This is an optimization exercise on Yosys and OpenROAD, whose aim is small area, a short achievable clock period and few clock cycles per item, not a production implementation. Only simulation tests tie the RTL to the original design; equivalence was not proved.

## midpoint_ellipse_point_generator_unit
module midpoint_ellipse_point_generator_unit
#(
	parameter int RADIUS_BITS = 10,
	parameter int COORD_BITS  = 12
) (
	input  wire                          clk,
	input  wire                          arst_n,
	input  wire                          psel,
	input  wire                          penable,
	input  wire                          pwrite,
	input  wire  [2:0]                   paddr,
	input  wire  [31:0]                  pwdata,
	output logic [31:0]                  prdata,
	output logic                         pready,
	input  wire                          item_valid,
	output logic                         item_ready,
	input  wire                          item_command,
	input  wire  [RADIUS_BITS-1:0]       item_radius_x,
	input  wire  [RADIUS_BITS-1:0]       item_radius_y,
	input  wire  signed [COORD_BITS-1:0] item_centre_x,
	input  wire  signed [COORD_BITS-1:0] item_centre_y,
	output logic                         result_valid,
	input  wire                          result_ready,
	output logic signed [COORD_BITS:0]   result_right_x,
	output logic signed [COORD_BITS:0]   result_left_x,
	output logic signed [COORD_BITS:0]   result_upper_y,
	output logic signed [COORD_BITS:0]   result_lower_y,
	output logic                         result_lower_valid,
	output logic                         result_visible,
	output logic                         result_done_res
);
	localparam int DW = 34;    
	localparam int MW = 32;    
	localparam int AW = 20;    
	localparam int KW = 24;    
	localparam int OW = COORD_BITS + 1;
	localparam int DBK = 0, GBK = 1, MBK = 1;    
	logic       upper_n_q;     
	logic       skip0_n_q;     
	logic [7:1] skip_h_q;      
	wire        upper_q = !upper_n_q;
	wire  [7:0] skip_q  = {skip_h_q, !skip0_n_q};
	assign pready = 1'b1;
	always_ff @(posedge clk or negedge arst_n) begin
		if (!arst_n) begin
			upper_n_q <= 1'b1;
			skip0_n_q <= 1'b1;
  ...
clock: 11.0 ns
lec_check: 0
cap_margin: 20
core_margin: 2
core_utilization: 40
cts_cluster_diameter: 120
cts_cluster_size: 26
slew_margin: 20
standard.sh (not shown) runs the stock make flow with config.mk's settings and CLKGATE_MAP_FILE= SYNTH_SCRIPT=/design/flow/synth_recipe.tcl, a recipe that flattens the netlist after the stock synthesis.
==> flow/flow/run.sh <==
#!/bin/bash
set -euo pipefail
MARGIN=$(cat flow/margin.txt)
bash standard.sh synth > synth.log 2>&1
bash standard.sh SETUP_SLACK_MARGIN=$MARGIN finish > layout.log 2>&1
==> flow/flow/margin.txt <==
6.15
The baseline completed without violations.
Testbench counts at the start, summed over its fixed seeds: cycles 48,607, items 46,359.
Change:
==> flow/flow/margin.txt (replaced) <==
6.35
- CTS_CLUSTER_DIAMETER: 120 -> 100
- CTS_CLUSTER_SIZE: 26 -> 20
After rerunning: Utilization goes up by 0.79 points; register-to-register slack is about the same; design area goes up by 1.7%; sequential share of layout area goes down by 0.45 points; global-route usage stays flat.
Change:
==> flow/flow/margin.txt (replaced) <==
6.15
- CORE_UTILIZATION: 40 -> 65
- CTS_CLUSTER_DIAMETER: 100 -> unset
- CTS_CLUSTER_SIZE: 20 -> unset
After rerunning: The new run passed the timing, DRC and antenna checks. Register-to-register slack is worse by 0.12 ns. Critical path depth came out higher by 20. Design area drops by 1.5%. Via count grows by 3.1%. Hold slack stays flat. Clock-buffer cell count is higher by 17. Synthesized cell count stays the same. First-iteration DRC count increases by 17%. Die area goes down by 38%.

* * *

Setup of build 27:
Starting RTL as in the previous note.
Design midpoint_ellipse_point_generator_unit, start of the top module:
module midpoint_ellipse_point_generator_unit
#(
	parameter int RADIUS_BITS = 10,
	parameter int COORD_BITS  = 12
) (
	input  wire                          clk,
	input  wire                          arst_n,
	input  wire                          psel,
	input  wire                          penable,
	input  wire                          pwrite,
	input  wire  [2:0]                   paddr,
	input  wire  [31:0]                  pwdata,
	output logic [31:0]                  prdata,
	output logic                         pready,
	input  wire                          item_valid,
	output logic                         item_ready,
	input  wire                          item_command,
	input  wire  [RADIUS_BITS-1:0]       item_radius_x,
	input  wire  [RADIUS_BITS-1:0]       item_radius_y,
	input  wire  signed [COORD_BITS-1:0] item_centre_x,
	input  wire  signed [COORD_BITS-1:0] item_centre_y,
	output logic                         result_valid,
	input  wire                          result_ready,
	output logic signed [COORD_BITS:0]   result_right_x,
	output logic signed [COORD_BITS:0]   result_left_x,
	output logic signed [COORD_BITS:0]   result_upper_y,
	output logic signed [COORD_BITS:0]   result_lower_y,
	output logic                         result_lower_valid,
	output logic                         result_visible,
	output logic                         result_done_res
);
export LEC_CHECK = 0
export CAP_MARGIN = 20
export CORE_MARGIN = 2
export CORE_UTILIZATION = 40
export CTS_BUF_LIST = sky130_fd_sc_hd__clkbuf_8
export CTS_CLUSTER_DIAMETER = 80
export CTS_CLUSTER_SIZE = 14
export SLEW_MARGIN = 20
create_clock -name core_clock -period 11.0 [get_ports {clk}]
==> flow/flow/margin.txt <==
6.15
Scripts as last shown in full above: flow/flow/run.sh
Build 27: no failed stages, no open violations at the end
Testbench counts of build 27, summed over its fixed seeds: cycles 48,607, items 46,359.
Modified inputs, build 37 compared to build 27
Settings: changing CTS_CLUSTER_SIZE from 14 to 20; removing CTS_BUF_LIST (formerly sky130_fd_sc_hd__clkbuf_8); changing CTS_CLUSTER_DIAMETER from 80 to 100.
## What came out
Build 37 vs. build 27: total of clock buffers placed in the layout now sits lower, routed wire length per instance now sits lower, final wirelength now sits lower, maximum frequency now sits at about the same level, number of non-clock buffers now sits lower.
Between build 27 and build 37, the worst hold slack does not differ in any meaningful way.
## Diff of input files: build 42 against build 37
Settings: removing CTS_CLUSTER_SIZE (formerly 20); removing CTS_CLUSTER_DIAMETER (formerly 100).
Build 42 went all the way through synthesis, placement and routing and the layout is clean on timing, DRC and antenna. For the worst setup margin, build 42 came in 3.6 ps higher than build 37 did. Max-slew headroom at the worst pin is lower on build 37. On met2 track utilization from global routing, build 42 and build 37 are basically level. Compared to build 37, build 42 leaves less free space in the core. From build 42 to build 37, die boundary height did not move at all. [compare] base=build 37 new=build 42: arrival time of the worst setup path level, slew of the pin with the lowest slew margin now smaller, all-layer global routing usage picked up an extra 0.37 points.
Modified inputs, build 56 compared to build 42
Settings: setting CTS_CLUSTER_SIZE to 20 for the first time; setting CTS_CLUSTER_DIAMETER to 100 for the first time.
==> flow/flow/margin.txt <==
6.0
[summary]
The flow did not stop early for build 56: all stages ran, and the layout cleared the timing, DRC and antenna checks. Synthesized flop and latch total came out exactly the same in build 42 and build 56. Build 42 → build 56: clock tree buffer depth held; final design area excluding fillers went down 3.3%; critical path depth went down 1.

port drivers added, routing unchanged:
No port has a modelled driver above. Below, the same layouts with a new extraction and two added sets of constraints. Step 1 sets driving cells, clkbuf_16 on the clock port and buf_2 on the other inputs (assumed; they add their load-dependent delay and slew). Step 2 also shifts input and output timing later by t, the mid clock arrival at the registers, as if the neighbouring blocks saw the same clock. Slacks: ideal ports / drivers / drivers and shift; pairs: ideal ports / drivers.
| run | shift t [ns] | setup WS [ns] | worst hold slack (ns) | worst setup path at the end | clock arrival spread, ns |
|---|---|---|---|---|---|
| the first run of note 1 | 0.587 | 6.155 / 6.070 / 5.645 | 0.488 / 0.488 / 0.488 | input to register | 0.055 / 0.055 |
| the second run of note 1 | 0.575 | 6.164 / 6.026 / 5.817 | 0.473 / 0.473 / 0.473 | input to register | 0.030 / 0.030 |
| the third run of note 1 | 0.614 | 6.118 / 6.054 / 5.693 | 0.473 / 0.473 / 0.473 | input to register | 0.010 / 0.010 |
| build 27 | 0.705 | 6.161 / 6.070 / 5.534 | 0.486 / 0.486 / 0.486 | input to register | 0.068 / 0.067 |
| build 37 | 0.587 | 6.163 / 6.070 / 5.718 | 0.485 / 0.485 / 0.485 | input to register | 0.024 / 0.023 |
| build 42 | 0.617 | 6.167 / 6.055 / 5.716 | 0.479 / 0.479 / 0.479 | input to register | 0.039 / 0.039 |
| build 56 | 0.580 | 6.023 / 6.000 / 5.636 | 0.481 / 0.481 / 0.481 | input to register | 0.026 / 0.026 |
After both steps every run listed still meets setup and hold. The setup slack of build 27, which loses most, moves by -0.091 ns with the drivers and by -0.627 ns with both steps.
